What follows belongs to an exercise in optimizing a design on an open flow for small area and a short achievable clock period; a production flow would make more cautious choices. Only simulation tests tie the RTL to the original design; equivalence was not proved. No activity file was given, so power comes from the tool's default toggle rates.

==> flow/design.v <==
package mips_pkg;
	localparam int word_width = 32;
	localparam int reg_addr_width = 5;
	typedef logic [word_width-1:0] word_t;
	typedef logic [reg_addr_width-1:0] reg_addr_t;
	localparam logic [5:0] op_rtype = 6'b000000;
	localparam logic [5:0] op_lw    = 6'b100011;
	localparam logic [5:0] op_sw    = 6'b101011;
	localparam logic [5:0] op_beq   = 6'b000100;
	localparam logic [5:0] fn_add = 6'b100000;
	localparam logic [5:0] fn_sub = 6'b100010;
	localparam logic [5:0] fn_and = 6'b100100;
	localparam logic [5:0] fn_or  = 6'b100101;
	localparam logic [5:0] fn_slt = 6'b101010;
	typedef struct packed {
		logic alu_src;    
		logic alu_sub;    
		logic alu_and;
		logic alu_or;
		logic alu_slt;
		logic mem_read;
		logic mem_write;
		logic branch;
	} ctrl_t;
endpackage
`timescale 1ns/1ps
module rf_read8 (
	input  logic [7:0] d,
	input  logic [7:0] s,
	output logic       y
);
	assign y = |(d & s);
endmodule
module rf_read7 (
	input  logic [6:0] d,
	input  logic [6:0] s,
	output logic       y
);
	assign y = |(d & s);
endmodule
module register_file (
	input  logic                clk,
	input  logic                reset_n,
	input  logic [31:1]         rs_sel,
	input  logic [31:1]         rt_sel,
	output logic [31:0][3:0]    rs_part,
	output logic [31:0][3:0]    rt_part,
	input  mips_pkg::reg_addr_t wb_addr,    
	input  mips_pkg::word_t     wb_data,
	output logic [31:1]         valid
);
	logic [31:1][31:0] regs;
	always_ff @(posedge clk) begin
		for (int i = 1; i < 32; i++) begin
			if (wb_addr == i[4:0]) begin
				regs[i] <= wb_data;
			end
		end
	end
	always_ff @(posedge clk) begin
		if (!reset_n) begin
			valid <= '0;
		end else begin
			for (int i = 1; i < 32; i++) begin
				if (wb_addr == i[4:0]) begin
					valid[i] <= 1'b1;
				end
			end
		end
	end
	for (genvar b = 0; b < 32; b++) begin : g_bit
		logic [31:1] col;
		for (genvar i = 1; i < 32; i++) begin : g_col
			assign col[i] = regs[i][b];
		end
		for (genvar q = 0; q < 3; q++) begin : g_part
			rf_read8 u_rs (
				.d (col[8 * q + 8 : 8 * q + 1]),
				.s (rs_sel[8 * q + 8 : 8 * q + 1]),
				.y (rs_part[b][q])
			);
			rf_read8 u_rt (
				.d (col[8 * q + 8 : 8 * q + 1]),
				.s (rt_sel[8 * q + 8 : 8 * q + 1]),
				.y (rt_part[b][q])
			);
		end
		rf_read7 u_rs7 (
			.d (col[31:25]),
			.s (rs_sel[31:25]),
			.y (rs_part[b][3])
		);
		rf_read7 u_rt7 (
			.d (col[31:25]),
			.s (rt_sel[31:25]),
			.y (rt_part[b][3])
		);
	end
endmodule
`timescale 1ns/1ps
module reg_predec (
	input  logic [4:0] r,
	output logic [3:0] lo,
	output logic [7:0] hi
);
	always_comb begin
		for (int j = 0; j < 4; j++) lo[j] = (r[1:0] == j[1:0]);
		for (int k = 0; k < 8; k++) hi[k] = (r[4:2] == k[2:0]);
	end
endmodule
module reg_sel (
	input  logic lo,
	input  logic hi,
	input  logic valid,
	output logic sel
);
	assign sel = lo & hi & valid;
endmodule
module rd_merge (
	input  logic [3:0] part,
	input  logic       wb,
	input  logic       use_rf,     
	input  logic       use_wb,     
	output logic       val
);
	assign val = (use_rf & (|part)) | (use_wb & wb);
endmodule
module decode_stage (
	input  logic                clk,
	input  logic                reset_n,
	input  mips_pkg::word_t     instr,
	input  mips_pkg::word_t     pc_plus4,
	output logic [31:1]         rs_sel,
	output logic [31:1]         rt_sel,
	input  logic [31:0][3:0]    rs_part,
	input  logic [31:0][3:0]    rt_part,
	input  logic [31:1]         rf_valid,
	input  mips_pkg::reg_addr_t ex_wb_addr,
	input  mips_pkg::word_t     wb_data,
	output mips_pkg::ctrl_t     id_ctrl,
	output mips_pkg::word_t     id_rs_term,
	output mips_pkg::word_t     id_rt_v,
	output mips_pkg::word_t     id_bb_base,
	output logic [3:0]          id_a_byp,     
	output logic [1:0]          id_rt_byp,    
	output logic [1:0]          id_b_byp,
	output mips_pkg::reg_addr_t id_wb_addr,
	output mips_pkg::word_t     id_target
);
	logic [5:0] opcode;
	logic [5:0] funct;
	logic fn_ok;
	logic is_r, is_lw, is_sw, is_beq;
	mips_pkg::ctrl_t ctrl;
	mips_pkg::reg_addr_t wb_addr;
	mips_pkg::reg_addr_t rs;
	mips_pkg::reg_addr_t rt;
	logic byp1_rs, byp1_rt, byp2_rs, byp2_rt;
	mips_pkg::word_t rs_val, rt_val;
	assign opcode = instr[31:26];
	assign funct = instr[5:0];
	assign rs = instr[25:21];
	assign rt = instr[20:16];
	assign fn_ok = (funct == mips_pkg::fn_add) || (funct == mips_pkg::fn_sub) ||
		(funct == mips_pkg::fn_and) || (funct == mips_pkg::fn_or) ||
		(funct == mips_pkg::fn_slt);
	assign is_r = (opcode == mips_pkg::op_rtype) && fn_ok;
	assign is_lw = (opcode == mips_pkg::op_lw);
	assign is_sw = (opcode == mips_pkg::op_sw);
	assign is_beq = (opcode == mips_pkg::op_beq);
	always_comb begin
		ctrl = '0;
		ctrl.alu_src = is_lw | is_sw;
		ctrl.alu_sub = is_beq | (is_r & ((funct == mips_pkg::fn_sub) || (funct == mips_pkg::fn_slt)));
		ctrl.alu_and = is_r & (funct == mips_pkg::fn_and);
		ctrl.alu_or = is_r & (funct == mips_pkg::fn_or);
		ctrl.alu_slt = is_r & (funct == mips_pkg::fn_slt);
		ctrl.mem_read = is_lw;
		ctrl.mem_write = is_sw;
		ctrl.branch = is_beq;
	end
	assign wb_addr = is_r ? instr[15:11] : (is_lw ? rt : 5'd0);
	assign byp1_rs = (id_wb_addr != 5'd0) && (id_wb_addr == rs);
	assign byp1_rt = (id_wb_addr != 5'd0) && (id_wb_addr == rt);
	assign byp2_rs = !byp1_rs && (ex_wb_addr != 5'd0) && (ex_wb_addr == rs);
	assign byp2_rt = !byp1_rt && (ex_wb_addr != 5'd0) && (ex_wb_addr == rt);
	logic [3:0] rs_lo, rt_lo;
	logic [7:0] rs_hi, rt_hi;
	reg_predec u_rs_pre (.r (rs), .lo (rs_lo), .hi (rs_hi));
	reg_predec u_rt_pre (.r (rt), .lo (rt_lo), .hi (rt_hi));
	for (genvar i = 1; i < 32; i++) begin : g_sel
		reg_sel u_rs (.lo (rs_lo[i % 4]), .hi (rs_hi[i / 4]), .valid (rf_valid[i]), .sel (rs_sel[i]));
		reg_sel u_rt (.lo (rt_lo[i % 4]), .hi (rt_hi[i / 4]), .valid (rf_valid[i]), .sel (rt_sel[i]));
	end
	for (genvar b = 0; b < 32; b++) begin : g_val
		rd_merge u_rs (
			.part   (rs_part[b]),
			.wb     (wb_data[b]),
			.use_rf (!byp1_rs && !byp2_rs),
			.use_wb (byp2_rs),
			.val    (rs_val[b])
		);
		rd_merge u_rt (
			.part   (rt_part[b]),
			.wb     (wb_data[b]),
			.use_rf (!byp1_rt && !byp2_rt),
			.use_wb (byp2_rt),
			.val    (rt_val[b])
		);
	end
	mips_pkg::word_t ext;
	logic sub;
	logic ld1;
	assign ext = {{16{instr[15]}}, instr[15:0]};
	assign sub = ctrl.alu_sub;
	assign ld1 = id_ctrl.mem_read;
	always_ff @(posedge clk) begin
		id_rs_term <= {32{reset_n & !byp1_rs}} & (rs_val ^ {32{sub}});
		id_rt_v <= {32{reset_n}} & rt_val;
		id_bb_base <= {32{reset_n}} & (ctrl.alu_src ? ext : rt_val);
		id_target <= {32{reset_n}} & (pc_plus4 + {ext[29:0], 2'b00});
	end
	always_ff @(posedge clk) begin
		if (!reset_n) begin
			id_ctrl <= '0;
			id_a_byp <= '0;
			id_rt_byp <= '0;
			id_b_byp <= '0;
			id_wb_addr <= '0;
		end else begin
			id_ctrl <= ctrl;
			id_a_byp <= {byp1_rs & ld1 & sub, byp1_rs & ld1 & !sub,
				byp1_rs & !ld1 & sub, byp1_rs & !ld1 & !sub};
			id_rt_byp <= {byp1_rt & ld1, byp1_rt & !ld1};
			id_b_byp <= {byp1_rt & ld1 & !ctrl.alu_src, byp1_rt & !ld1 & !ctrl.alu_src};
			id_wb_addr <= wb_addr;
		end
	end
endmodule
`timescale 1ns/1ps
module id_ex_out (
	input  logic        clk,
	input  logic [32:0] d,
	output logic [32:0] q
);
	always_ff @(posedge clk) begin
		q <= d;
	end
endmodule
module id_ex (
	input  logic                clk,
	input  logic                reset_n,
	input  mips_pkg::word_t     result_d,
	input  mips_pkg::word_t     rt_val_d,
	input  mips_pkg::word_t     target_d,
	input  logic                mem_read_d,
	input  logic                mem_write_d,
	input  logic                taken_d,
	input  mips_pkg::reg_addr_t wb_addr_d,
	output mips_pkg::word_t     result_q,
	output mips_pkg::word_t     rt_val_q,
	output mips_pkg::word_t     target_q,
	output logic                mem_read_q,
	output logic                mem_write_q,
	output logic                taken_q,
	output mips_pkg::reg_addr_t wb_addr_q
);
	always_ff @(posedge clk) begin
		result_q <= result_d;
		taken_q <= taken_d;
	end
	always_ff @(posedge clk) begin
		if (!reset_n) begin
			rt_val_q <= '0;
			target_q <= '0;
			mem_read_q <= 1'b0;
			mem_write_q <= 1'b0;
			wb_addr_q <= '0;
		end else begin
			rt_val_q <= rt_val_d;
			target_q <= target_d;
			mem_read_q <= mem_read_d;
			mem_write_q <= mem_write_d;
			wb_addr_q <= wb_addr_d;
		end
	end
endmodule
`timescale 1ns/1ps
module gate_inv (
	input  logic a,
	output logic y
);
	assign y = ~a;
endmodule
module gate_nand2 (
	input  logic a,
	input  logic b,
	output logic y
);
	assign y = ~(a & b);
endmodule
module gate_andn (
	input  logic a,
	input  logic bn,
	output logic y
);
	assign y = a & ~bn;
endmodule
module gate_xnor2 (
	input  logic a,
	input  logic b,
	output logic y
);
	assign y = ~(a ^ b);
endmodule
module gate_aoi22 (
	input  logic a1,
	input  logic a2,
	input  logic b1,
	input  logic b2,
	output logic y
);
	assign y = ~((a1 & a2) | (b1 & b2));
endmodule
module gate_aoi221 (
	input  logic a1,
	input  logic a2,
	input  logic b1,
	input  logic b2,
	input  logic c1,
	output logic y
);
	assign y = ~((a1 & a2) | (b1 & b2) | c1);
endmodule
module gate_o21ai (
	input  logic a1,
	input  logic a2,
	input  logic b1,
	output logic y
);
	assign y = ~((a1 | a2) & b1);
endmodule
module alu_bit_in (
	input  logic rs_term,
	input  logic rt_v,
	input  logic bb_base,
	input  logic ex_res,
	input  logic ld,
	input  logic ex_p,
	input  logic ex_n,
	input  logic ld_p,
	input  logic ld_n,
	input  logic rt_byp_ex,
	input  logic rt_byp_ld,
	input  logic b_byp_ex,
	input  logic b_byp_ld,
	input  logic sub,
	output logic ax,
	output logic rt,
	output logic g,
	output logic p,
	output logic ps
);
	logic ex_inv, ld_inv, u, v, bb_n;
	gate_inv u_exn (.a (ex_res), .y (ex_inv));
	gate_inv u_ldn (.a (ld), .y (ld_inv));
	gate_aoi221 u_u (.a1 (ex_p), .a2 (ex_res), .b1 (ex_n), .b2 (ex_inv), .c1 (rs_term), .y (u));
	gate_aoi22 u_v (.a1 (ld_p), .a2 (ld), .b1 (ld_n), .b2 (ld_inv), .y (v));
	gate_nand2 u_ax (.a (u), .b (v), .y (ax));
	gate_aoi221 u_bb (.a1 (b_byp_ex), .a2 (ex_res), .b1 (b_byp_ld), .b2 (ld), .c1 (bb_base), .y (bb_n));
	gate_andn u_g (.a (ax), .bn (bb_n), .y (g));
	gate_xnor2 u_p (.a (ax), .b (bb_n), .y (p));
	assign rt = rt_v | (rt_byp_ex & ex_res) | (rt_byp_ld & ld);
	assign ps = p ^ sub;
endmodule
module ks_aoi (
	input  logic gi,
	input  logic pi,
	input  logic gj,
	input  logic pj,
	output logic gn,
	output logic pn
);
	assign gn = ~(gi | (pi & gj));
	assign pn = ~(pi & pj);
endmodule
module ks_oai (
	input  logic gin,
	input  logic pin,
	input  logic gjn,
	input  logic pjn,
	output logic g,
	output logic p
);
	assign g = ~(gin & (pin | gjn));
	assign p = ~(pin | pjn);
endmodule
module ks_inv2 (
	input  logic g,
	input  logic p,
	output logic gn,
	output logic pn
);
	assign gn = ~g;
	assign pn = ~p;
endmodule
module alu_bit_out (
	input  logic ps,
	input  logic cn,
	input  logic g,
	input  logic p,
	input  logic sel_sum,
	input  logic sel_and,
	input  logic sel_or,
	output logic result
);
	assign result = (sel_sum & ~(ps ^ cn)) | (sel_and & g) | (sel_or & (g | p));
endmodule
module alu_bit0_early (
	input  logic ps,
	input  logic g,
	input  logic p,
	input  logic p31,
	input  logic ax31,
	input  logic sel_sum,
	input  logic sel_and,
	input  logic sel_or,
	input  logic sel_slt,
	output logic early_n,
	output logic k_n
);
	assign early_n = ~((sel_sum & ps) | (sel_and & g) | (sel_or & (g | p)) |
		(sel_slt & ~p31 & ~ax31));
	assign k_n = ~(sel_slt & p31);
endmodule
module execute_stage (
	input  logic                 reset_n,
	input  mips_pkg::ctrl_t      ctrl,
	input  mips_pkg::word_t      rs_term,
	input  mips_pkg::word_t      rt_v,
	input  mips_pkg::word_t      bb_base,
	input  logic [3:0]           a_byp,      
	input  logic [1:0]           rt_byp,     
	input  logic [1:0]           b_byp,
	input  mips_pkg::word_t      ex_result,
	input  mips_pkg::word_t      load_data,
	output mips_pkg::word_t      result,
	output mips_pkg::word_t      rt_val,
	output logic                 branch_taken
);
	mips_pkg::word_t ax;
	mips_pkg::word_t g;
	mips_pkg::word_t p;
	mips_pkg::word_t ps;
	logic [31:1] cn;
	logic sel_sum, sel_and, sel_or, sel_slt;
	logic early0_n, k0_n;
	for (genvar i = 0; i < 32; i++) begin : g_in
		alu_bit_in u_in (
			.rs_term   (rs_term[i]),
			.rt_v      (rt_v[i]),
			.bb_base   (bb_base[i]),
			.ex_res    (ex_result[i]),
			.ld        (load_data[i]),
			.ex_p      (a_byp[0]),
			.ex_n      (a_byp[1]),
			.ld_p      (a_byp[2]),
			.ld_n      (a_byp[3]),
			.rt_byp_ex (rt_byp[0]),
			.rt_byp_ld (rt_byp[1]),
			.b_byp_ex  (b_byp[0]),
			.b_byp_ld  (b_byp[1]),
			.sub       (ctrl.alu_sub),
			.ax        (ax[i]),
			.rt        (rt_val[i]),
			.g         (g[i]),
			.p         (p[i]),
			.ps        (ps[i])
		);
	end
	logic [30:0] lg [0:5];
	logic [30:0] lp [0:5];
	assign lg[0] = g[30:0];
	assign lp[0] = p[30:0];
	for (genvar l = 0; l < 5; l++) begin : g_lvl
		for (genvar k = 0; k < 31; k++) begin : g_pos
			if (k >= (1 << l)) begin : g_comb
				if ((l % 2) == 0) begin : g_aoi
					ks_aoi u_c (
						.gi (lg[l][k]),
						.pi (lp[l][k]),
						.gj (lg[l][k - (1 << l)]),
						.pj (lp[l][k - (1 << l)]),
						.gn (lg[l + 1][k]),
						.pn (lp[l + 1][k])
					);
				end else begin : g_oai
					ks_oai u_c (
						.gin (lg[l][k]),
						.pin (lp[l][k]),
						.gjn (lg[l][k - (1 << l)]),
						.pjn (lp[l][k - (1 << l)]),
						.g   (lg[l + 1][k]),
						.p   (lp[l + 1][k])
					);
				end
			end else begin : g_pass
				ks_inv2 u_c (
					.g  (lg[l][k]),
					.p  (lp[l][k]),
					.gn (lg[l + 1][k]),
					.pn (lp[l + 1][k])
				);
			end
		end
	end
	assign cn = lg[5];
	assign sel_sum = reset_n & ~ctrl.alu_and & ~ctrl.alu_or & ~ctrl.alu_slt;
	assign sel_and = reset_n & ctrl.alu_and;
	assign sel_or = reset_n & ctrl.alu_or;
	assign sel_slt = reset_n & ctrl.alu_slt;
	alu_bit0_early u_out0 (
		.ps      (ps[0]),
		.g       (g[0]),
		.p       (p[0]),
		.p31     (p[31]),
		.ax31    (ax[31]),
		.sel_sum (sel_sum),
		.sel_and (sel_and),
		.sel_or  (sel_or),
		.sel_slt (sel_slt),
		.early_n (early0_n),
		.k_n     (k0_n)
	);
	gate_o21ai u_res0 (.a1 (k0_n), .a2 (cn[31]), .b1 (early0_n), .y (result[0]));
	for (genvar i = 1; i < 32; i++) begin : g_out
		alu_bit_out u_out (
			.ps      (ps[i]),
			.cn      (cn[i]),
			.g       (g[i]),
			.p       (p[i]),
			.sel_sum (sel_sum),
			.sel_and (sel_and),
			.sel_or  (sel_or),
			.result  (result[i])
		);
	end
	assign branch_taken = reset_n & ctrl.branch & ~lp[5][30] & p[31];
endmodule
`timescale 1ns/1ps
module datapath_top (
	input  logic            clk,
	input  logic            reset_n,
	input  mips_pkg::word_t instr,
	input  mips_pkg::word_t pc_plus4,
	input  mips_pkg::word_t load_data,
	output mips_pkg::word_t alu_result,
	output mips_pkg::word_t mem_addr,
	output mips_pkg::word_t mem_wdata,
	output logic            mem_read,
	output logic            mem_write,
	output logic            branch_taken,
	output mips_pkg::word_t branch_target
);
	logic [31:1] rs_sel;
	logic [31:1] rt_sel;
	logic [31:0][3:0] rs_part;
	logic [31:0][3:0] rt_part;
	logic [31:1] rf_valid;
	mips_pkg::ctrl_t id_ctrl;
	mips_pkg::word_t id_rs_term;
	mips_pkg::word_t id_rt_v;
	mips_pkg::word_t id_bb_base;
	logic [3:0] id_a_byp;
	logic [1:0] id_rt_byp;
	logic [1:0] id_b_byp;
	mips_pkg::reg_addr_t id_wb_addr;
	mips_pkg::word_t id_target;
	mips_pkg::word_t wb_data;
	mips_pkg::word_t op_rt;
	mips_pkg::word_t result_d;
	logic taken_d;
	mips_pkg::word_t ex_result;
	mips_pkg::reg_addr_t ex_wb_addr;
	logic ex_mem_read;
	logic mem_read_d_rst;
	mips_pkg::word_t result_out;
	decode_stage u_decode_stage (
		.clk        (clk),
		.reset_n    (reset_n),
		.instr      (instr),
		.pc_plus4   (pc_plus4),
		.rs_sel     (rs_sel),
		.rt_sel     (rt_sel),
		.rs_part    (rs_part),
		.rt_part    (rt_part),
		.rf_valid   (rf_valid),
		.ex_wb_addr (ex_wb_addr),
		.wb_data    (wb_data),
		.id_ctrl    (id_ctrl),
		.id_rs_term (id_rs_term),
		.id_rt_v    (id_rt_v),
		.id_bb_base (id_bb_base),
		.id_a_byp   (id_a_byp),
		.id_rt_byp  (id_rt_byp),
		.id_b_byp   (id_b_byp),
		.id_wb_addr (id_wb_addr),
		.id_target  (id_target)
	);
	register_file u_register_file (
		.clk     (clk),
		.reset_n (reset_n),
		.rs_sel  (rs_sel),
		.rt_sel  (rt_sel),
		.rs_part (rs_part),
		.rt_part (rt_part),
		.wb_addr (ex_wb_addr),
		.wb_data (wb_data),
		.valid   (rf_valid)
	);
	assign wb_data = ex_mem_read ? load_data : ex_result;
	execute_stage u_execute_stage (
		.reset_n      (reset_n),
		.ctrl         (id_ctrl),
		.rs_term      (id_rs_term),
		.rt_v         (id_rt_v),
		.bb_base      (id_bb_base),
		.a_byp        (id_a_byp),
		.rt_byp       (id_rt_byp),
		.b_byp        (id_b_byp),
		.ex_result    (ex_result),
		.load_data    (load_data),
		.result       (result_d),
		.rt_val       (op_rt),
		.branch_taken (taken_d)
	);
	id_ex u_id_ex (
		.clk         (clk),
		.reset_n     (reset_n),
		.result_d    (result_d),
		.rt_val_d    (op_rt),
		.target_d    (id_target),
		.mem_read_d  (id_ctrl.mem_read),
		.mem_write_d (id_ctrl.mem_write),
		.taken_d     (taken_d),
		.wb_addr_d   (id_wb_addr),
		.result_q    (ex_result),
		.rt_val_q    (mem_wdata),
		.target_q    (branch_target),
		.mem_read_q  (ex_mem_read),
		.mem_write_q (mem_write),
		.taken_q     (branch_taken),
		.wb_addr_q   (ex_wb_addr)
	);
	assign mem_read_d_rst = reset_n & id_ctrl.mem_read;
	id_ex_out u_id_ex_out (
		.clk (clk),
		.d   ({mem_read_d_rst, result_d}),
		.q   ({mem_read, result_out})
	);
	assign alu_result = result_out;
	assign mem_addr = result_out;
endmodule
==> flow/standard.sh <==
#!/bin/bash
# synth_recipe.tcl (not shown) runs the flow's synth.tcl, then flattens the netlist and writes it again
# the make line also repeats each setting of config.mk as NAME=value (left out here)
make -C /OpenROAD-flow-scripts/flow DESIGN_CONFIG=/design/flow/config.mk WORK_HOME=/design/flow/orfs CLKGATE_MAP_FILE= SYNTH_SCRIPT=/design/flow/synth_recipe.tcl "${@:-finish}"
==> flow/config.mk <==
export PLATFORM = sky130hd
export DESIGN_NAME = datapath_top
export DESIGN_NICKNAME = datapath_top
export VERILOG_FILES = /design/flow/design.v
export SDC_FILE = /design/flow/constraint.sdc
export NUM_CORES = 4
export LEC_CHECK = 0
export CAP_MARGIN = 20
export CORE_MARGIN = 2
export CORE_UTILIZATION = 40
export SETUP_SLACK_MARGIN = 4.5
export SLEW_MARGIN = 20
export SYNTH_HIERARCHICAL = 1
==> flow/flow/run.sh <==
#!/bin/bash
# The standard flow, with plain buffers (not delay cells) on the ports, the
# resizer free to swap cell footprints, and a clock tree of smaller buffers
# without dummy loads. synthesis runs unchanged first.
set -euo pipefail
bash standard.sh synth > flow_synth.log 2>&1
bash standard.sh MATCH_CELL_FOOTPRINT=0 \
  "BUFFER_PORTS_ARGS=-buffer_cell sky130_fd_sc_hd__buf_2" \
  "CTS_ARGS=-sink_clustering_enable -repair_clock_nets -dont_use_dummy_load -buf_list sky130_fd_sc_hd__clkbuf_8" \
  finish > flow_layout.log 2>&1
==> flow/constraint.sdc <==
create_clock -name core_clock -period 7.5 [get_ports {clk}]
set_input_delay 1.5000 -clock core_clock [delete_from_list [all_inputs] [get_ports {clk}]]
set_output_delay 1.5000 -clock core_clock [all_outputs]
set_load 0.01 [all_outputs]
==> flow_summary.yaml, run 1 <==
run_status:
  outcome: "no timing/DRC/antenna violations"
grt:
  grt.met1_usage: 0.3712
  met3_usage: 0.06540
  overflow: 0
  first_global_vias: 41230
  grt_usage: 0.2691
  grt_pass1_wl_mm: 289.4
  met2_usage: 0.4111
  antenna_found_initial: 11
  grt_max_degree: 77
  busiest_layer: "met2"
die:
  ios: 229
  row_count: 139
  core-area_sq_um: 143100
  die_w_um: 382.9
  dieArea_sq_um: 146600
  die_h_um: 382.9
  start_util: 0.4013
critical_path:
  reg2reg_to: "u_id_ex_out.q[13]$_DFF_P_"
  startpoint_type: "input pin"
  cp_common_cell: "buf_12"
  max_stage_delay_ps: 430
  crit_chain: "buf_12 -> and3b_2 -> and3_4 -> buf_12 -> clkbuf_16 -> a222oi_1 -> nand3_1 -> o41ai_2 -> nand2_1 -> a21oi_1 -> nor2_1"
  worst-setup-path-type: "input pin to register"
  crit_family: "simple AND/OR/NAND/NOR gates"
  r2r_start: "u_decode_stage.id_a_byp[0]$_SDFF_PN0_"
  crit_fanout: 8
  critical_path_buf_inv_count: 3
  cp.required_ps: 8340
  cp-end-kind: "register"
  slowest_stage: "o41ai_2"
  reg2reg_slack_ps: 4630
  reg2reg_depth: 11
  cp_data_arrival_time_ps: 3890
routing:
  routed_wl_mm: 207.4
  wl_per_cell_um: 30.89
  dr.first_iter.drc_count: 6871
  ant_nets: 0
  remaining_drc_errors: 0
  dr.pass1.iters: 13
  vias: 43930
  via_per_inst: 6.543
clocking:
  cts_tree: "done"
  cts.clk_slew.worst_paths_ps: 70
  cts.sinks: 1308
  cts_max_level: 4
  cts-root-buf: "clkbuf_8"
  insertion_delay_ps: 980
  cts_buffers: 204
  cts_hold_buf: 0
  clock_tree.buffer_depth: 3
place:
  pre_cts_slack_ps: 2636
  io_buffers: 228
  hpwlAfterDp_mm: 130.1
  place_congestion: 0.9438
  placed_cells: 6470
sta:
  hold_viol: 0
  fin_tns_setup_ps: 0
  fin_crit_ps: 3055
  period_share: 0.4073
  setup_viol: 0
  fin_skew_ps: 132.3
  maxSlewHeadroom: 0.2858
  clock.fmax_mhz: 327.3
  tightestPinTransition_ps: 1071
  rsz0062_at_grt: "yes"
  final-max-slew-violation-count: 0
  finalWorstSetupSlack_ps: 4445
cells_and_area:
  area_growth_pct: 15.91
  finalNetCount: 4935
  final_layout_size_suffix_gt1_frac: 0.2535
  utilization: 0.4651
  n_fill_cell: 12640
  multi_input_area_sq_um: 22200
  stdcell_count: 6713
  final_common_cell: "edfxtp_1"
  regArea_sq_um: 36130
  final_cell_mix: "992 x edfxtp_1, 879 x a22oi_1, 306 x dfxtp_1"
yosys:
  syn_nets: 4439
  synthCells: 4311
  netlist_area_sq_um: 57430
  syn_area_per_cell_sq_um: 13.32
  yosys_warnings: 16
hold_path:
  hold_path_depth: 1
  hp-class: "register to register"
  holdCritStartpoint: "u_decode_stage.id_target[18]$_DFF_P_"
  whs_endpoint: "u_id_ex.target_q[18]$_SDFF_PN0_"
run:
  cap_violations: 0
power:
  total_leakage_power_nw: 22.47
  ir_drop_uv: 156.3
  finalPower_mw: 13.10
  pwr_density_cell_nw_per_um2: 196.8
==> power breakdown <==
group / internal (mW) / switching (mW) / leakage, nW
Clock: 2.38 / 2.54 / 1.47
Combinational: 0.157 / 0.259 / 9.25
Sequential: 7.75 / 0.0177 / 11.7
Total: 10.3 / 2.81 / 22.5
==> worst register-to-register path: stages (launching register included) <==
cell,delay (ps)
dfxtp_2,300
buf_4,290
a221oi_2,360
nand2_1,150
xnor2_2,400
nand2_2,170
nor2_2,200
a21oi_2,100
o21ai_2,250
inv_1,120
xnor2_1,180
o2bb2ai_1,210
==> state kept, by name (all words and copies together) (netlist names), 4 cells and up <==
name                       flops
u_decode_stage.id_ctrl         7
u_register_file.valid         31
u_id_ex_out.q                 33
u_decode_stage.id_rs_term     32
u_register_file.regs         992
u_id_ex.rt_val_q              32
u_id_ex.wb_addr_q              5
u_decode_stage.id_a_byp        4
u_decode_stage.id_wb_addr      5
u_id_ex.target_q              32
u_decode_stage.id_rt_v        32
u_id_ex.result_q              32
u_decode_stage.id_bb_base     32
u_decode_stage.id_target      32
==> through the flow <==
step	hold slack, ps	cell area (sq um)
after floorplan	426.3	58160
after global placement	429.1	62210
after detailed placement	431.6	62220
after CTS	436.4	65380
after global routing	451.0	66570
final	437.0	66570
==> worst max path at each step <==
stage / start / to / slack, ps / depth (start not counted)
2_1_floorplan: instr[22] / u_decode_stage.id_rs_term[0]$_DFF_P_ / 3590 / 8
3_3_place_gp: instr[20] / u_decode_stage.id_bb_base[2]$_DFF_P_ / 2650 / 11
3_5_place_dp: instr[20] / u_decode_stage.id_bb_base[2]$_DFF_P_ / 2640 / 11
4_1_cts: instr[20] / u_decode_stage.id_bb_base[17]$_DFF_P_ / 4410 / 10
5_1_grt: instr[18] / u_decode_stage.id_bb_base[2]$_DFF_P_ / 4430 / 10
6_report: instr[19] / u_decode_stage.id_bb_base[19]$_DFF_P_ / 4440 / 11
==> metal layers <==
layer	up-vias	part of all wire
li1	18530	-
met1	22000	0.40
met2	2971	0.45
met3	424	0.12
met4	6	0.031
met5	-	0.00022
==> area by class of cell <==
cell class                 instances  share of cell area
sequential                      1308              0.5428
multi-input combinational       2821              0.3335
clock buffer                     204             0.04217
timing repair buffer             369             0.03977
tap                             1903             0.03577
inverter                         103            0.005808
antenna                            5           0.0001879
==> repair_timing <==
| action | 4_1_cts | 5_1_grt |
|---|---|---|
| pin swaps | 9 | 67 |
| setup endpoints to repair | 114 | 114 |
| cloned | 3 | 9 |
| hold endpoints to repair | 0 | 0 |
| setup buffers | 4 | 18 |
| gates resized for setup | 46 | 166 |
==> run 2: changes to the inputs <==
--- a/flow/config.mk
+++ b/flow/config.mk
@@ -10,3 +10,3 @@
 export CORE_UTILIZATION = 40
-export SETUP_SLACK_MARGIN = 4.5
+export SETUP_SLACK_MARGIN = 5.0
 export SLEW_MARGIN = 20
==> run 2 against run 1 <==
Still clean. Register-to-register slack gained 150 ps. Largest power group unchanged. Wire length is 18% higher. Combinational power is about 30% higher. Global-route usage increased by 4.6 points. Cell area increased by 11%.
==> flow_summary.yaml, run 2 <==
die:
  die_w_um: 382.9
  start_util: 0.4013
  ios: 229
  row_count: 139
  core-area_sq_um: 143100
  dieArea_sq_um: 146600
  die_h_um: 382.9
sta:
  clock.fmax_mhz: 318.9
  fin_tns_setup_ps: 0
  setup_viol: 0
  fin_skew_ps: 100.1
  period_share: 0.4181
  fin_crit_ps: 3136
  rsz0062_at_grt: "yes"
  hold_ws_ps: 436.5
  hold_viol: 0
  maxSlewHeadroom: 0.3756
  final-max-slew-violation-count: 0
  tightestPinTransition_ps: 936.6
  finalWorstSetupSlack_ps: 4364
place:
  hpwlAfterDp_mm: 133.8
  pre_cts_slack_ps: 2929
  place_congestion: 0.9873
  io_buffers: 228
power:
  total_leakage_power_nw: 25.07
  ir_drop_uv: 180.5
  pwr_density_cell_nw_per_um2: 179.1
  finalPower_mw: 13.27
cells_and_area:
  final_layout_size_suffix_gt1_frac: 0.3731
  regMostFlops: "u_register_file.regs"
  reg_top3: "u_register_file.regs: 992 flops, u_id_ex_out.q: 33 flops"
  area_growth_pct: 28.97
  final_common_cell: "edfxtp_1"
  multi_input_area_sq_um: 25150
  regArea_sq_um: 36240
  n_fill_cell: 11830
  largest_reg_flops: 992
  finalNetCount: 5193
  final_cell_mix: "992 x edfxtp_1, 759 x a22oi_1, 234 x nand2_1"
clocking:
  insertion_delay_ps: 920
  clock_tree.buffer_depth: 3
  cts-root-buf: "clkbuf_8"
  cts_tree: "done"
  cts_max_level: 4
  cts_buffers: 205
  cts.clk_slew.worst_paths_ps: 60
  cts.sinks: 1308
grt:
  first_global_vias: 44830
  overflow: 0
  antenna_found_initial: 10
  grt_usage: 0.3150
  grt_pass1_wl_mm: 331.3
  grt_max_degree: 65
critical_path:
  cp_data_arrival_time_ps: 3910
  crit_fanout: 6
  worst-setup-path-type: "input pin to register"
  cp.required_ps: 8280
  cp-end-kind: "register"
  startpoint_type: "input pin"
run_status:
  outcome: "no timing/DRC/antenna violations"
routing:
  via_per_inst: 6.785
  dr.first_iter.drc_count: 8404
  remaining_drc_errors: 0
  vias: 47320
  wl_per_cell_um: 35.20
  routed_wl_mm: 245.5
  ant_nets: 0
  dr.pass1.iters: 13
yosys:
  syn_area_per_cell_sq_um: 13.32
  yosys_warnings: 16
  synthCells: 4311
  syn_nets: 4439
  netlist_area_sq_um: 57430
hold_path:
  hp-class: "register to register"
run:
  cap_violations: 0
==> run 2: cell type report <==
| class | count | area share |
|---|---|---|
| multi-input cells | 2819 | 0.3396 |
| well taps | 1903 | 0.03214 |
| clock buffers | 205 | 0.03809 |
| repair buffers | 628 | 0.09498 |
| inverters | 103 | 0.005625 |
| diodes | 9 | 0.0003040 |
| flip-flops and latches | 1308 | 0.4893 |
==> run 2: stage by stage <==
step	cells	area (sq um)	utilization
after floorplan	4311	58340	-
after detailed placement	6472	62330	0.4355
after global routing	6971	74060	0.5175
after global placement	6472	62330	0.4355
final	6975	74070	0.5175
after CTS	6845	71040	0.4964
==> run 2: what timing repair did <==
action / in CTS / in global routing
hold endpoints to repair: 0 / 0
setup buffers: 127 / 107
hold buffers: 0 / 0
gates resized for setup: 833 / 370
pin swaps: 223 / 310
cloned: 41 / 14
endpoints found under the setup margin: 336 / 548
==> run 2: worst paths after layout <==
path | from | to | slack (ps) | depth (start not counted)
worst max-delay path | instr[25] | u_decode_stage.id_rs_term[2]$_DFF_P_ | 4360 | 11
worst min-delay path | u_decode_stage.id_target[28]$_DFF_P_ | u_id_ex.target_q[28]$_SDFF_PN0_ | 440 | 1
worst max register to register | u_decode_stage.id_a_byp[0]$_SDFF_PN0_ | u_id_ex_out.q[27]$_DFF_P_ | 4780 | 12
worst min register to register | u_decode_stage.id_target[28]$_DFF_P_ | u_id_ex.target_q[28]$_SDFF_PN0_ | 440 | 1
==> run 2: power breakdown <==
| group | internal [mW] | leakage, nW | switching (mW) | total [mW] |
|---|---|---|---|---|
| sequential | 7.75 | 11.8 | 0.0202 | 7.77 |
| clock | 2.39 | 1.47 | 2.57 | 4.95 |
| combinational | 0.236 | 11.8 | 0.304 | 0.541 |
| total | 10.4 | 25.1 | 2.89 | 13.3 |
==> run 2: per-layer routing <==
metal | global-route usage | share of wire | vias up
li1 | - | - | 19090
met3 | 0.1056 | 0.14 | 934
met5 | 0 | 0.00011 | -
met1 | 0.3930 | 0.35 | 23430
met2 | 0.4754 | 0.44 | 3874
met4 | 0.1854 | 0.069 | 4
==> run 2: worst max-delay path, stage by stage <==
cell,delay [ps]
buf_12,110
and3b_2,260
and3_4,200
buf_12,150
clkbuf_16,170
a22oi_1,240
nand4_1,500
o41ai_2,440
nand2_1,110
xnor2_1,160
nor2_1,60
==> run 3: changes to the inputs <==
--- a/flow/config.mk
+++ b/flow/config.mk
@@ -10,3 +10,3 @@
 export CORE_UTILIZATION = 40
-export SETUP_SLACK_MARGIN = 5.0
+export SETUP_SLACK_MARGIN = 4.7
 export SLEW_MARGIN = 20
==> run 3 against run 2 <==
Clock-buffer cell count up 4. Register-to-register slack got worse by 80 ps. Setup slack improved by 1.2 ps. Clock power grew 1%. Via count shrank 5.4%.
==> flow_summary.yaml, run 3 <==
clocking:
  cts_hold_buf: 0
  cts_buffers: 209
  cts.sinks: 1308
  cts.clk_slew.worst_paths_ps: 60
  clock_tree.buffer_depth: 3
  cts_tree: "done"
  cts-root-buf: "clkbuf_8"
  insertion_delay_ps: 980
  cts_max_level: 4
power:
  p_seq_frac: 0.588
  ir_drop_uv: 168.6
  swShare: 0.2161
  total_leakage_power_nw: 23.24
  pwr_density_cell_nw_per_um2: 190.1
  finalPower_mw: 13.23
  clkPwrFrac: 0.378
  power_switching_mw: 2.860
  p_int_mw: 10.37
  pwr-share-comb: 0.035
cells_and_area:
  final_common_cell: "edfxtp_1"
  regMostFlops: "u_register_file.regs"
  reg_top3: "u_register_file.regs: 992 flops, u_id_ex_out.q: 33 flops"
  final_cell_mix: "992 x edfxtp_1, 843 x a22oi_1, 267 x nand2_1"
  final_layout_size_suffix_gt1_frac: 0.3001
  largest_reg_flops: 992
  n_fill_cell: 12360
  stdcell_count: 6787
  area_growth_pct: 21.17
  finalNetCount: 5008
grt:
  antenna_found_initial: 8
  grt_usage: 0.2771
  first_global_vias: 42020
  overflow: 0
  grt_pass1_wl_mm: 296.4
  grt_max_degree: 77
routing:
  via_per_inst: 6.594
  ant_nets: 0
  remaining_drc_errors: 0
  dr.first_iter.drc_count: 7901
  wl_per_cell_um: 32.29
  routed_wl_mm: 219.1
  dr.pass1.iters: 12
  vias: 44750
sta:
  final-max-slew-violation-count: 0
  fin_tns_setup_ps: 0
  fin_skew_ps: 115.0
  fin_crit_ps: 3134
  period_share: 0.4179
  tightestPinTransition_ps: 1264
  clock.fmax_mhz: 319.0
  maxSlewHeadroom: 0.1571
  finalWorstSetupSlack_ps: 4366
  hold_viol: 0
  hold_ws_ps: 427.1
  rsz0062_at_grt: "yes"
  setup_viol: 0
yosys:
  syn_nets: 4439
  synthCells: 4311
  syn_area_per_cell_sq_um: 13.32
  yosys_warnings: 16
  netlist_area_sq_um: 57430
critical_path:
  r2r_start: "u_id_ex.wb_addr_q[4]$_SDFF_PN0_"
  cp.required_ps: 8270
  worst-setup-path-type: "input pin to register"
  crit_start: "instr[18]"
  cp_data_arrival_time_ps: 3900
  startpoint_type: "input pin"
  crit_fanout: 7
  cp-end-kind: "register"
hold_path:
  holdCritStartpoint: "u_decode_stage.id_target[7]$_DFF_P_"
  hp-class: "register to register"
place:
  io_buffers: 228
  hpwlAfterDp_mm: 130.3
  place_congestion: 0.9228
  placed_cells: 6469
  pre_cts_slack_ps: 2718
run:
  cap_violations: 0
die:
  die_w_um: 382.9
  die_h_um: 382.9
  ios: 229
  row_count: 139
  core-area_sq_um: 143100
  dieArea_sq_um: 146600
  start_util: 0.4013
run_status:
  outcome: "no timing/DRC/antenna violations"
==> run 3: path summary, 6_finish.rpt <==
check | endpoint | slack (ps) | cells past startpoint
hold reg to reg | u_id_ex.target_q[7]$_SDFF_PN0_ | 430 | 1
setup / recovery | u_decode_stage.id_bb_base[21]$_DFF_P_ | 4370 | 12
hold / removal | u_id_ex.target_q[7]$_SDFF_PN0_ | 430 | 1
setup reg to reg | u_decode_stage.id_bb_base[26]$_DFF_P_ | 4700 | 11
==> run 3: per-layer routing <==
layer / vias up / wire, um / part of all wire / GRT usage
met5: - / 26 / 0.00012 / 0
met4: 4 / 8739 / 0.040 / 0.1121
met3: 519 / 26500 / 0.12 / 0.07733
met2: 3177 / 101200 / 0.46 / 0.4313
met1: 22340 / 82670 / 0.38 / 0.3645
li1: 18720 / - / - / -
==> run 3: area by class of cell <==
type	instances	area, sq um	area share
clock buffer	209	2877	0.04133
timing repair buffer	437	4508	0.06478
tap	1903	2381	0.03421
antenna	6	15.01	0.0002157
inverter	103	386.6	0.005555
multi-input combinational	2821	23200	0.3334
sequential	1308	36220	0.5205
==> run 3: stage by stage <==
| step | area [sq um] | util |
|---|---|---|
| 3_3_place_gp | 62290 | 0.4352 |
| 2_1_floorplan | 58250 | - |
| 3_5_place_dp | 62290 | 0.4352 |
| 6_report | 69590 | 0.4862 |
| 5_1_grt | 69590 | 0.4862 |
| 4_1_cts | 66840 | 0.4670 |
==> run 3: power by group through the flow <==
stage	combinational, mW	clock, mW	sequential [mW]
finish	0.457	5.00	7.77
global route	0.488	5.35	7.77
CTS	0.414	5.06	7.77
detailed placement	0.398	0	7.92
global placement	0.395	0	7.92
floorplan	0.239	0	7.92
==> run 3: repair_timing <==
action,in CTS,in global routing
resized for setup,302,326
pin swaps,63,153
endpoints found under the setup margin,286,296
buffers inserted,16,56
gates cloned,9,22
==> run 3: worst max-delay path: stages <==
cell,delay [ps]
buf_12,110
and3b_2,270
and3_4,230
buf_12,150
buf_12,150
buf_12,130
a22oi_2,150
nand4_1,450
o41ai_2,410
nand2_1,120
a21oi_1,130
nor2_1,50
==> run 4: changes to the inputs <==
--- a/flow/design.v
+++ b/flow/design.v
@@ -118,10 +118,31 @@
 endmodule
-module rd_merge (
+module rs_fetch_bit (
 	input  logic [3:0] part,
 	input  logic       wb,
-	input  logic       use_rf,     
-	input  logic       use_wb,     
-	output logic       val
+	input  logic       kp,      
+	input  logic       kn,      
+	input  logic       kwp,     
+	input  logic       kwn,     
+	output logic       term
 );
-	assign val = (use_rf & (|part)) | (use_wb & wb);
+	logic rf;
+	assign rf = |part;
+	assign term = (kp & rf) | (kn & ~rf) | (kwp & wb) | (kwn & ~wb);
+endmodule
+module rt_fetch_bit (
+	input  logic [3:0] part,
+	input  logic       wb,
+	input  logic       ext,
+	input  logic       kr_rf,   
+	input  logic       kr_wb,   
+	input  logic       kb_rf,   
+	input  logic       kb_wb,   
+	input  logic       kb_imm,  
+	output logic       rt_v,
+	output logic       bb_base
+);
+	logic rf;
+	assign rf = |part;
+	assign rt_v = (kr_rf & rf) | (kr_wb & wb);
+	assign bb_base = (kb_rf & rf) | (kb_wb & wb) | (kb_imm & ext);
 endmodule
@@ -158,3 +179,2 @@
 	logic byp1_rs, byp1_rt, byp2_rs, byp2_rt;
-	mips_pkg::word_t rs_val, rt_val;
 	assign opcode = instr[31:26];
@@ -194,18 +214,2 @@
 	end
-	for (genvar b = 0; b < 32; b++) begin : g_val
-		rd_merge u_rs (
-			.part   (rs_part[b]),
-			.wb     (wb_data[b]),
-			.use_rf (!byp1_rs && !byp2_rs),
-			.use_wb (byp2_rs),
-			.val    (rs_val[b])
-		);
-		rd_merge u_rt (
-			.part   (rt_part[b]),
-			.wb     (wb_data[b]),
-			.use_rf (!byp1_rt && !byp2_rt),
-			.use_wb (byp2_rt),
-			.val    (rt_val[b])
-		);
-	end
 	mips_pkg::word_t ext;
@@ -213,2 +217,4 @@
 	logic ld1;
+	logic rs_rf, rt_rf;
+	mips_pkg::word_t rs_term, rt_v, bb_base;
 	assign ext = {{16{instr[15]}}, instr[15:0]};
@@ -216,6 +222,31 @@
 	assign ld1 = id_ctrl.mem_read;
+	assign rs_rf = reset_n && !byp1_rs && !byp2_rs;
+	assign rt_rf = reset_n && !byp1_rt && !byp2_rt;
+	for (genvar b = 0; b < 32; b++) begin : g_val
+		rs_fetch_bit u_rs (
+			.part (rs_part[b]),
+			.wb   (wb_data[b]),
+			.kp   (rs_rf & !sub),
+			.kn   (rs_rf & sub),
+			.kwp  (reset_n & byp2_rs & !sub),
+			.kwn  (reset_n & byp2_rs & sub),
+			.term (rs_term[b])
+		);
+		rt_fetch_bit u_rt (
+			.part    (rt_part[b]),
+			.wb      (wb_data[b]),
+			.ext     (ext[b]),
+			.kr_rf   (rt_rf),
+			.kr_wb   (reset_n & byp2_rt),
+			.kb_rf   (rt_rf & !ctrl.alu_src),
+			.kb_wb   (reset_n & byp2_rt & !ctrl.alu_src),
+			.kb_imm  (reset_n & ctrl.alu_src),
+			.rt_v    (rt_v[b]),
+			.bb_base (bb_base[b])
+		);
+	end
 	always_ff @(posedge clk) begin
-		id_rs_term <= {32{reset_n & !byp1_rs}} & (rs_val ^ {32{sub}});
-		id_rt_v <= {32{reset_n}} & rt_val;
-		id_bb_base <= {32{reset_n}} & (ctrl.alu_src ? ext : rt_val);
+		id_rs_term <= rs_term;
+		id_rt_v <= rt_v;
+		id_bb_base <= bb_base;
 		id_target <= {32{reset_n}} & (pc_plus4 + {ext[29:0], 2'b00});
==> run 4 against run 3 <==
Still clean. Die area grew 0.48%. Clock power is essentially flat. Power is 0.75% higher. Sequential share of layout area is 0.54 points lower. Final cell count grew 0.29%. Global-route usage rose by 1.9 points. Hold slack better by 13 ps.
==> flow_summary.yaml, run 4 <==
cells_and_area:
  reg_top3: "u_register_file.regs: 992 flops, u_id_ex_out.q: 33 flops"
  multi_input_area_sq_um: 24320
  final_cell_mix: "992 x edfxtp_1, 830 x a22oi_1, 249 x dfxtp_1"
  final_layout_size_suffix_gt1_frac: 0.3213
  regMostFlops: "u_register_file.regs"
  finalNetCount: 5022
  utilization: 0.4900
  area_growth_pct: 21.81
  largest_reg_flops: 992
  regArea_sq_um: 36210
  n_fill_cell: 12360
  final_common_cell: "edfxtp_1"
run_status:
  outcome: "no timing/DRC/antenna violations"
sta:
  fin_tns_setup_ps: 0
  fin_crit_ps: 3033
  finalWorstSetupSlack_ps: 4467
  tightestPinTransition_ps: 1115
  maxSlewHeadroom: 0.2564
  clock.fmax_mhz: 329.7
  final-max-slew-violation-count: 0
  rsz0062_at_grt: "yes"
  setup_viol: 0
  fin_skew_ps: 84.15
  hold_viol: 0
  period_share: 0.4044
clocking:
  cts_hold_buf: 0
  cts-root-buf: "clkbuf_8"
  cts_max_level: 4
  insertion_delay_ps: 960
  cts.sinks: 1308
  cts_tree: "done"
  clock_tree.buffer_depth: 3
  cts_buffers: 205
  cts.clk_slew.worst_paths_ps: 60
routing:
  remaining_drc_errors: 0
  vias: 47050
  dr.first_iter.drc_count: 8242
  dr.pass1.iters: 9
  wl_per_cell_um: 36.08
  via_per_inst: 6.912
  routed_wl_mm: 245.6
  ant_nets: 0
die:
  row_count: 139
  die_w_um: 383.9
  core-area_sq_um: 143500
  dieArea_sq_um: 147300
  start_util: 0.4022
  ios: 229
  die_h_um: 383.9
run:
  cap_violations: 0
yosys:
  syn_nets: 4353
  syn_area_per_cell_sq_um: 13.66
  synthCells: 4225
  netlist_area_sq_um: 57710
  yosys_warnings: 16
critical_path:
  startpoint_type: "input pin"
  worst-setup-path-type: "input pin to register"
  cp-end-kind: "register"
  cp_data_arrival_time_ps: 3830
  cp.required_ps: 8300
  crit_fanout: 8
power:
  pwr-share-comb: 0.044
  power_switching_mw: 2.957
  clkPwrFrac: 0.373
  finalPower_mw: 13.33
  total_leakage_power_nw: 23.50
  p_int_mw: 10.37
  p_seq_frac: 0.583
  pwr_density_cell_nw_per_um2: 189.6
  swShare: 0.2218
  ir_drop_uv: 155.5
grt:
  overflow: 0
  antenna_found_initial: 14
  first_global_vias: 42340
  grt_pass1_wl_mm: 313.5
  grt_usage: 0.2965
  grt_max_degree: 65
place:
  place_congestion: 0.9158
  hpwlAfterDp_mm: 128.8
  pre_cts_slack_ps: 3135
  io_buffers: 228
hold_path:
  hp-class: "register to register"
run 4: final timing paths:
kind	slack, ps	from	depth (start not counted)	to
worst max-delay path	4470	instr[16]	10	u_decode_stage.id_rt_v[31]$_DFF_P_
worst min-delay path	440	u_decode_stage.id_target[9]$_DFF_P_	1	u_id_ex.target_q[9]$_SDFF_PN0_
worst max register to register	4760	u_decode_stage.id_a_byp[0]$_SDFF_PN0_	11	u_id_ex_out.q[22]$_DFF_P_
worst min register to register	440	u_decode_stage.id_target[9]$_DFF_P_	1	u_id_ex.target_q[9]$_SDFF_PN0_
run 4: layer usage:
layer / vias to the layer above / GRT usage / wire length [um]
li1: 19110 / - / -
met4: 4 / 0.1699 / 20850
met1: 23090 / 0.3713 / 85270
met2: 3876 / 0.4649 / 110100
met5: - / 0.001624 / 21
met3: 972 / 0.07676 / 29290
run 4: what timing repair did:
action	CTS	global route
setup endpoints to repair	293	292
pin swaps	79	179
buffers inserted	56	89
cloned	56	46
endpoints found under the hold margin	0	0
resized for setup	298	262
run 4: through the flow:
stage	std cells	cell area, sq um	hold WS, ps
4_1_cts	6659	67570	439.5
3_3_place_gp	6342	62500	427.6
6_report	6807	70300	439.7
3_5_place_dp	6342	62510	430.9
5_1_grt	6800	70280	453.1
2_1_floorplan	4225	58840	426.3
run 4: critical path: stages:
cell and delay [ps]:
buf_12 110, nor2b_4 130, buf_12 130, buf_12 120, and3_4 250, buf_4 170
a22oi_2 140, nand4_1 380, or4_4 650, a22o_1 220
run 4: power by group through the flow:
stage	Combinational, mW	Clock (mW)	Sequential [mW]
after floorplan	0.243	0	7.92
after global placement	0.406	0	7.92
after detailed placement	0.411	0	7.92
after CTS	0.486	5.01	7.77
after global routing	0.609	5.29	7.77
final	0.585	4.97	7.77
run 4: cell type report:
cell class	count	area share
Antenna cell	12	0.0004271
Timing Repair Buffer	434	0.05693
Inverter	141	0.007564
Multi-Input combinational cell	2804	0.3460
Clock buffer	205	0.04013
Tap cell	1903	0.03387
Sequential cell	1308	0.5151
==> run 5: changes to the inputs <==
--- a/flow/design.v
+++ b/flow/design.v
@@ -118,4 +118,27 @@
 endmodule
-module rs_fetch_bit (
+module rd_or4 (
 	input  logic [3:0] part,
+	output logic       y
+);
+	logic n01, n23;
+	rd_nor2 u_n01 (.a (part[0]), .b (part[1]), .y (n01));
+	rd_nor2 u_n23 (.a (part[2]), .b (part[3]), .y (n23));
+	rd_nand2 u_y (.a (n01), .b (n23), .y (y));
+endmodule
+module rd_nor2 (
+	input  logic a,
+	input  logic b,
+	output logic y
+);
+	assign y = ~(a | b);
+endmodule
+module rd_nand2 (
+	input  logic a,
+	input  logic b,
+	output logic y
+);
+	assign y = ~(a & b);
+endmodule
+module rs_fetch_bit (
+	input  logic       rf,      
 	input  logic       wb,
@@ -127,4 +150,2 @@
 );
-	logic rf;
-	assign rf = |part;
 	assign term = (kp & rf) | (kn & ~rf) | (kwp & wb) | (kwn & ~wb);
@@ -132,3 +153,3 @@
 module rt_fetch_bit (
-	input  logic [3:0] part,
+	input  logic       rf,      
 	input  logic       wb,
@@ -143,4 +164,2 @@
 );
-	logic rf;
-	assign rf = |part;
 	assign rt_v = (kr_rf & rf) | (kr_wb & wb);
@@ -225,4 +244,7 @@
 	for (genvar b = 0; b < 32; b++) begin : g_val
+		logic rs_or, rt_or;
+		rd_or4 u_rs_or (.part (rs_part[b]), .y (rs_or));
+		rd_or4 u_rt_or (.part (rt_part[b]), .y (rt_or));
 		rs_fetch_bit u_rs (
-			.part (rs_part[b]),
+			.rf   (rs_or),
 			.wb   (wb_data[b]),
@@ -235,3 +257,3 @@
 		rt_fetch_bit u_rt (
-			.part    (rt_part[b]),
+			.rf      (rt_or),
 			.wb      (wb_data[b]),
==> run 5 against run 4 <==
Core utilization is 0.21 points lower. Maximum frequency is 4.2% higher. Global-route usage is 1.5 points lower. Clock power is 0.8% higher. Non-clock buffer count is 19 lower. Final cell count is 0.54% higher. Critical path type is now register to primary output. Largest cell class unchanged. Largest power group unchanged. Highest routed layer unchanged.
==> flow_summary.yaml, run 5 <==
die:
  core-area_sq_um: 143500
  start_util: 0.4023
  row_count: 139
  die_h_um: 383.9
  die_w_um: 383.9
  dieArea_sq_um: 147400
  ios: 229
place:
  place_congestion: 0.9246
  io_buffers: 228
  dpl_cell_area_sq_um: 62430
  hpwlAfterDp_mm: 122.5
critical_path:
  cp.required_ps: 6000
  cp-end-kind: "primary output"
  crit_end: "alu_result[19]"
  slowest_stage: "dfxtp_4"
  worst-setup-path-type: "register to primary output"
  reg2reg_to: "u_id_ex_out.q[10]$_DFF_P_"
  path_depth: 1
  startpoint_type: "register"
  r2r_start: "u_decode_stage.id_a_byp[0]$_SDFF_PN0_"
  crit_start: "u_id_ex_out.q[19]$_DFF_P_"
  crit_family: "flip-flops"
  crit_chain: "buf_6"
  reg2reg_slack_ps: 4750
  cp_data_arrival_time_ps: 1410
  crit_fanout: 2
  reg2reg_depth: 11
  max_stage_delay_ps: 360
  critical_path_buf_inv_count: 1
routing:
  vias: 45800
  wl_per_cell_um: 33.86
  dr.pass1.iters: 7
  ant_nets: 0
  remaining_drc_errors: 0
  via_per_inst: 6.692
  routed_wl_mm: 231.7
  dr.first_iter.drc_count: 7257
sta:
  fin_crit_ps: 2911
  rsz0062_at_grt: "yes"
  period_share: 0.3882
  hold_ws_ps: 439.0
  hold_viol: 0
  fin_skew_ps: 84.71
  maxSlewHeadroom: 0.2379
  clock.fmax_mhz: 343.5
  fin_tns_setup_ps: 0
  final-max-slew-violation-count: 0
  tightestPinTransition_ps: 1133
  setup_viol: 0
power:
  pwr_density_cell_nw_per_um2: 190.1
  finalPower_mw: 13.30
  ir_drop_uv: 186.0
  total_leakage_power_nw: 23.66
cells_and_area:
  n_fill_cell: 12420
  finalNetCount: 5063
  final_layout_size_suffix_gt1_frac: 0.3132
  regMostFlops: "u_register_file.regs"
  final_common_cell: "edfxtp_1"
  reg_top3: "u_register_file.regs: 992 flops, u_id_ex_out.q: 33 flops"
  largest_reg_flops: 992
  final_cell_area_sq_um: 70000
  area_growth_pct: 21.26
  utilization: 0.4879
  final_cell_mix: "992 x edfxtp_1, 842 x a22oi_1, 243 x dfxtp_1"
clocking:
  cts_tree: "done"
  clock_tree.buffer_depth: 3
  cts_hold_buf: 0
  insertion_delay_ps: 940
  cts_buffers: 209
  cts_max_level: 4
  cts.sinks: 1308
  cts-root-buf: "clkbuf_8"
  cts.clk_slew.worst_paths_ps: 60
yosys:
  syn_nets: 4459
  netlist_area_sq_um: 57730
  syn_area_per_cell_sq_um: 13.33
  yosys_warnings: 16
  synthCells: 4331
hold_path:
  hold_path_depth: 1
  hp-class: "register to register"
grt:
  overflow: 0
  antenna_found_initial: 9
  first_global_vias: 42830
  grt_max_degree: 84
  grt_pass1_wl_mm: 301.9
  grt_usage: 0.2816
run_status:
  outcome: "no timing/DRC/antenna violations"
run:
  cap_violations: 0
run 5: how the worst min path moves through the flow:
stage	to	startpoint
5_1_grt	u_id_ex.target_q[23]$_SDFF_PN0_	u_decode_stage.id_target[23]$_DFF_P_
4_1_cts	u_id_ex.target_q[15]$_SDFF_PN0_	u_decode_stage.id_target[15]$_DFF_P_
6_report	u_id_ex.target_q[15]$_SDFF_PN0_	u_decode_stage.id_target[15]$_DFF_P_
2_1_floorplan	u_id_ex.mem_write_q$_SDFF_PN0_	u_decode_stage.id_ctrl[1]$_SDFF_PN0_
3_5_place_dp	u_id_ex.target_q[15]$_SDFF_PN0_	u_decode_stage.id_target[15]$_DFF_P_
3_3_place_gp	u_id_ex.target_q[0]$_SDFF_PN0_	u_decode_stage.id_target[0]$_DFF_P_
run 5: metal layers:
metal  wire length [um]  global-route usage  vias up
met3              26910             0.06897      677
met1              82710              0.3566    22820
met2             108100              0.4532     3346
li1                   -                   -    18960
met5                 67                   0        -
met4              13970              0.1329        6
run 5: layout make-up:
cell class,count,area (sq um),share of cell area
Clock buffer,209,2877,0.04109
Timing Repair Buffer,415,4045,0.05779
Sequential cell,1308,36240,0.5177
Antenna cell,8,20.02,0.0002860
Inverter,142,536.8,0.007668
Timing Repair inverter,1,5.005,0.00007150
Tap cell,1903,2381,0.03402
Multi-Input combinational cell,2858,23900,0.3414
run 5: report_power, final:
part	leakage (nW)	internal (mW)	switching (mW)	total, mW
clock network	1.50	2.43	2.58	5.01
registers	11.8	7.75	0.0178	7.77
logic	10.4	0.201	0.320	0.521
run 5: metrics by stage:
| stage | instances | worst slack [ps] |
|---|---|---|
| after global routing | 6839 | 4538 |
| after floorplan | 4331 | 3943 |
| after global placement | 6476 | 2880 |
| after CTS | 6729 | 4509 |
| after detailed placement | 6476 | 2802 |
| final | 6844 | 4589 |
run 5: timing repair:
action	CTS	global route
gates cloned	16	37
setup buffers	28	70
gates resized for setup	356	364
pin swaps	21	184
endpoints found under the setup margin	290	259
run 5: worst register-to-register path, stage by stage, from the launching register on:
cell and delay, ps:
dfxtp_2 310, buf_6 240, a221oi_2 340, nand2_1 180, xnor2_4 320, nand2_1 170
nor2_2 170, nand2_2 90, o21ai_2 280, inv_1 100, xnor2_1 180, o2bb2ai_1 220
==> run 6: changes to the inputs <==
--- a/flow/config.mk
+++ b/flow/config.mk
@@ -13 +13,2 @@
 export SYNTH_HIERARCHICAL = 1
+export TNS_END_PERCENT = 10
==> run 6 against run 5 <==
Largest cell class unchanged. Maximum frequency is 1.2% lower. Critical path depth is 9 higher. Critical path type is now input pin to register. Cell area is 3.6% lower. Synthesized area stayed put.
==> flow_summary.yaml, run 6 <==
run_status:
  outcome: "no timing/DRC/antenna violations"
routing:
  ant_nets: 0
  wl_per_cell_um: 29.70
  dr.first_iter.drc_count: 6044
  dr.pass1.iters: 10
  routed_wl_mm: 201.7
  remaining_drc_errors: 0
  vias: 44020
  via_per_inst: 6.483
clocking:
  insertion_delay_ps: 940
  cts-root-buf: "clkbuf_8"
  cts.sinks: 1308
  cts.clk_slew.worst_paths_ps: 60
  clock_tree.buffer_depth: 3
  cts_max_level: 4
  cts_buffers: 209
  cts_tree: "done"
  cts_hold_buf: 0
critical_path:
  worst-setup-path-type: "input pin to register"
  cp.required_ps: 8290
  startpoint_type: "input pin"
  cp-end-kind: "register"
  crit_fanout: 32
  cp_data_arrival_time_ps: 3740
sta:
  fin_tns_setup_ps: 0
  maxSlewHeadroom: 0.2120
  period_share: 0.3931
  hold_viol: 0
  setup_viol: 0
  fin_skew_ps: 91.22
  hold_ws_ps: 429.3
  tightestPinTransition_ps: 1182
  rsz0062_at_grt: "yes"
  finalWorstSetupSlack_ps: 4552
  final-max-slew-violation-count: 0
  fin_crit_ps: 2948
  clock.fmax_mhz: 339.2
cells_and_area:
  n_fill_cell: 12620
  final_common_cell: "edfxtp_1"
  utilization: 0.4705
  area_growth_pct: 16.95
  final_layout_size_suffix_gt1_frac: 0.2576
  largest_reg_flops: 992
  reg_top3: "u_register_file.regs: 992 flops, u_id_ex_out.q: 33 flops"
  final_cell_area_sq_um: 67510
  stdcell_count: 6790
  regMostFlops: "u_register_file.regs"
  regArea_sq_um: 36150
  multi_input_area_sq_um: 22570
  finalNetCount: 5006
  final_cell_mix: "992 x edfxtp_1, 864 x a22oi_1, 295 x dfxtp_1"
place:
  place_congestion: 0.9258
  hpwlAfterDp_mm: 123.2
  io_buffers: 228
  dpl_cell_area_sq_um: 61940
  placed_cells: 6512
  pre_cts_slack_ps: 2979
grt:
  grt_pass1_wl_mm: 284.0
  first_global_vias: 41900
  grt_max_degree: 81
  antenna_found_initial: 12
  overflow: 0
  grt_usage: 0.2607
die:
  start_util: 0.4023
  core-area_sq_um: 143500
  die_w_um: 383.9
  ios: 229
  die_h_um: 383.9
  row_count: 139
  dieArea_sq_um: 147400
hold_path:
  hp-class: "register to register"
power:
  ir_drop_uv: 185.2
  finalPower_mw: 13.16
  pwr_density_cell_nw_per_um2: 194.9
  total_leakage_power_nw: 23.12
yosys:
  netlist_area_sq_um: 57730
  yosys_warnings: 16
  synthCells: 4331
  syn_nets: 4459
  syn_area_per_cell_sq_um: 13.33
run:
  cap_violations: 0
-- run 6: layer usage --
layer / vias up / track usage / wire length [um]
met1: 21840 / 0.3465 / 79820
li1: 18750 / - / -
met4: 2 / 0.1052 / 6924
met5: - / 0 / 8
met3: 510 / 0.05881 / 21540
met2: 2915 / 0.4127 / 93390
-- run 6: layout make-up --
class	instances	area share
Tap cell	1903	0.03527
Timing Repair Buffer	399	0.04394
Antenna cell	11	0.0004077
Inverter	142	0.007951
Sequential cell	1308	0.5354
Clock buffer	209	0.04261
Timing Repair inverter	1	0.00007413
Multi-Input combinational cell	2817	0.3344
-- run 6: critical path, cell delays in order --
cell and delay [ps]:
buf_2 160, and2_1 360, and3_1 250, buf_4 460, a22oi_1 190, nand3_1 220
nor2_1 100, nand2_1 110, mux2i_1 230, nand2_1 80
-- run 6: final timing paths --
check                                        startpoint                                     to  slack [ps]  depth (start not counted)
hold / removal     u_decode_stage.id_target[29]$_DFF_P_        u_id_ex.target_q[29]$_SDFF_PN0_         430                          1
setup reg to reg  u_decode_stage.id_b_byp[0]$_SDFF_PN0_           u_id_ex.result_q[21]$_DFF_P_        4670                         10
hold reg to reg    u_decode_stage.id_target[29]$_DFF_P_        u_id_ex.target_q[29]$_SDFF_PN0_         430                          1
setup / recovery                              instr[22]  u_decode_stage.id_rs_term[21]$_DFF_P_        4550                         10
-- run 6: what timing repair did --
| action | in CTS | in global routing |
|---|---|---|
| resized for setup | 89 | 342 |
| endpoints found under the setup margin | 301 | 366 |
| pin swaps | 3 | 95 |
| buffers inserted | 7 | 41 |
| cloned | 3 | 7 |
-- run 6: report_power, final --
group	leakage, nW	switching [mW]	internal [mW]	total (mW)
clock network	1.50	2.53	2.43	4.96
logic	9.87	0.265	0.159	0.423
registers	11.8	0.0168	7.75	7.77
total	23.1	2.81	10.3	13.2
==> run 7: changes to the inputs <==
--- a/flow/config.mk
+++ b/flow/config.mk
@@ -10,3 +10,3 @@
 export CORE_UTILIZATION = 40
-export SETUP_SLACK_MARGIN = 4.7
+export SETUP_SLACK_MARGIN = 4.85
 export SLEW_MARGIN = 20
==> run 7 against run 6 <==
Power is 0.67% higher. Core utilization up 0.52 points. Synthesized cell count unchanged. Synthesized area did not move. Critical path depth up 2. Sequential power is essentially flat. Setup slack improved by 8.2 ps. Critical endpoint is now u_decode_stage.id_bb_base[9]$_DFF_P_. Critical path type unchanged. Clock skew fell by 20 ps. Final cell count up 0.18%. Clock power rose by 1%. Flip-flop and latch count did not move. Register-to-register slack about the same. Largest cell class unchanged.
==> flow_summary.yaml, run 7 <==
critical_path:
  startpoint_type: "input pin"
  slowest_stage: "a222oi_1"
  worst-setup-path-type: "input pin to register"
  critical_path_buf_inv_count: 5
  r2r_start: "u_decode_stage.id_wb_addr[2]$_SDFF_PN0_"
  cp.required_ps: 8260
  cp_data_arrival_time_ps: 3700
  cp-end-kind: "register"
  reg2reg_to: "u_decode_stage.id_bb_base[4]$_DFF_P_"
  crit_chain: "clkbuf_16 -> nor3b_4 -> buf_12 -> buf_8 -> and3_4 -> buf_6 -> a22oi_2 -> nand4_1 -> nor2_4 -> nand2_2 -> a222oi_1 -> inv_1"
  max_stage_delay_ps: 360
  crit_family: "simple AND/OR/NAND/NOR gates"
  reg2reg_slack_ps: 4680
  reg2reg_depth: 9
cells_and_area:
  finalNetCount: 5025
  utilization: 0.4758
  reg_top3: "u_register_file.regs: 992 flops, u_id_ex_out.q: 33 flops"
  final_layout_size_suffix_gt1_frac: 0.2717
  area_growth_pct: 18.25
  regMostFlops: "u_register_file.regs"
  final_common_cell: "edfxtp_1"
  largest_reg_flops: 992
  final_cell_area_sq_um: 68260
die:
  die_w_um: 383.9
  ios: 229
  die_h_um: 383.9
  start_util: 0.4023
  row_count: 139
place:
  place_congestion: 0.9569
  dpl_cell_area_sq_um: 61810
  io_buffers: 228
sta:
  fin_crit_ps: 2940
  tightestPinTransition_ps: 950.2
  setup_viol: 0
  period_share: 0.3920
  final-max-slew-violation-count: 0
  fin_skew_ps: 71.38
  hold_viol: 0
yosys:
  syn_area_per_cell_sq_um: 13.33
  syn_nets: 4459
  synthCells: 4331
  netlist_area_sq_um: 57730
routing:
  ant_nets: 0
  vias: 45200
  wl_per_cell_um: 32.33
  dr.first_iter.drc_count: 7104
  dr.pass1.iters: 10
  remaining_drc_errors: 0
  via_per_inst: 6.645
hold_path:
  hp-class: "register to register"
  hold_path_depth: 1
  holdCritStartpoint: "u_decode_stage.id_target[2]$_DFF_P_"
  whs_endpoint: "u_id_ex.target_q[2]$_SDFF_PN0_"
grt:
  overflow: 0
  first_global_vias: 43320
  grt_usage: 0.2849
  grt_max_degree: 65
  grt_pass1_wl_mm: 306.1
  antenna_found_initial: 7
clocking:
  cts_hold_buf: 0
  cts_max_level: 4
  cts.clk_slew.worst_paths_ps: 60
  cts-root-buf: "clkbuf_8"
  insertion_delay_ps: 940
  cts.sinks: 1308
  cts_tree: "done"
power:
  pwr_density_cell_nw_per_um2: 194.0
  ir_drop_uv: 192.2
  total_leakage_power_nw: 23.34
run_status:
  outcome: "no timing/DRC/antenna violations"
run:
  cap_violations: 0
run 7: changes by cell type in the layout (fill, tap and decap cells not counted), moves of 14 or more:
cell | before | now
xnor2_2 | 2 | 16
buf_12 | 19 | 40
xnor2_4 | 28 | 14
nor2_1 | 178 | 156
and3_1 | 62 | 37
and3_4 | 5 | 48
buf_4 | 116 | 85
run 7: worst max path at each step:
stage                                          from  depth (start not counted)                                     to  slack (ps)
after floorplan                           instr[16]                          7   u_decode_stage.id_bb_base[0]$_DFF_P_        3930
after global placement                      reset_n                          8  u_decode_stage.id_bb_base[22]$_DFF_P_        3130
after detailed placement                    reset_n                          8  u_decode_stage.id_bb_base[18]$_DFF_P_        3110
after CTS                 u_id_ex_out.q[31]$_DFF_P_                          1                         alu_result[31]        4500
after global routing      u_id_ex_out.q[31]$_DFF_P_                          1                           mem_addr[31]        4530
final                                     instr[18]                         12   u_decode_stage.id_bb_base[9]$_DFF_P_        4560
run 7: timing repair:
action	in CTS	in global routing
endpoints found under the hold margin	0	0
pin swaps	75	75
setup buffers	45	11
gates resized for setup	314	283
endpoints found under the setup margin	364	370
gates cloned	33	9
run 7: cell type report:
cell class,instances,share of cell area
Timing Repair Buffer,392,0.04899
Antenna cell,4,0.0001466
Sequential cell,1308,0.5295
Inverter,142,0.007863
Tap cell,1903,0.03488
Multi-Input combinational cell,2843,0.3364
Timing Repair inverter,1,0.00007332
Clock buffer,209,0.04214
run 7: per-stage QoR:
stage | power [mW] | hold slack, ps | worst slack, ps | std cells
4_1_cts | 13.27 | 434.2 | 4505 | 6778
6_report | 13.24 | 430.0 | 4560 | 6802
3_5_place_dp | 8.292 | 433.6 | 3114 | 6491
3_3_place_gp | 8.286 | 429.8 | 3128 | 6491
2_1_floorplan | 8.141 | 426.3 | 3929 | 4331
5_1_grt | 13.62 | 449.7 | 4534 | 6801
run 7: report_power, final:
part	internal [mW]	switching (mW)	leakage [nW]
sequential	7.75	0.0155	11.8
combinational	0.178	0.293	10.1
clock	2.43	2.57	1.50
run 7: routing by layer:
layer	track usage	up-vias	part of all wire
li1	-	18840	-
met1	0.3584	22450	0.37
met2	0.4536	3225	0.46
met3	0.07139	686	0.12
met4	0.1486	2	0.058
met5	0	-	0.000059

Re-timed with assumed drivers on the ports (clkbuf_16 on the clock, buf_2 on other inputs), run 7 has 4.490 ns of setup slack against 4.560 ns with ideal ports, and 3.585 ns once port delays also move by the mid clock arrival of 0.973 ns.
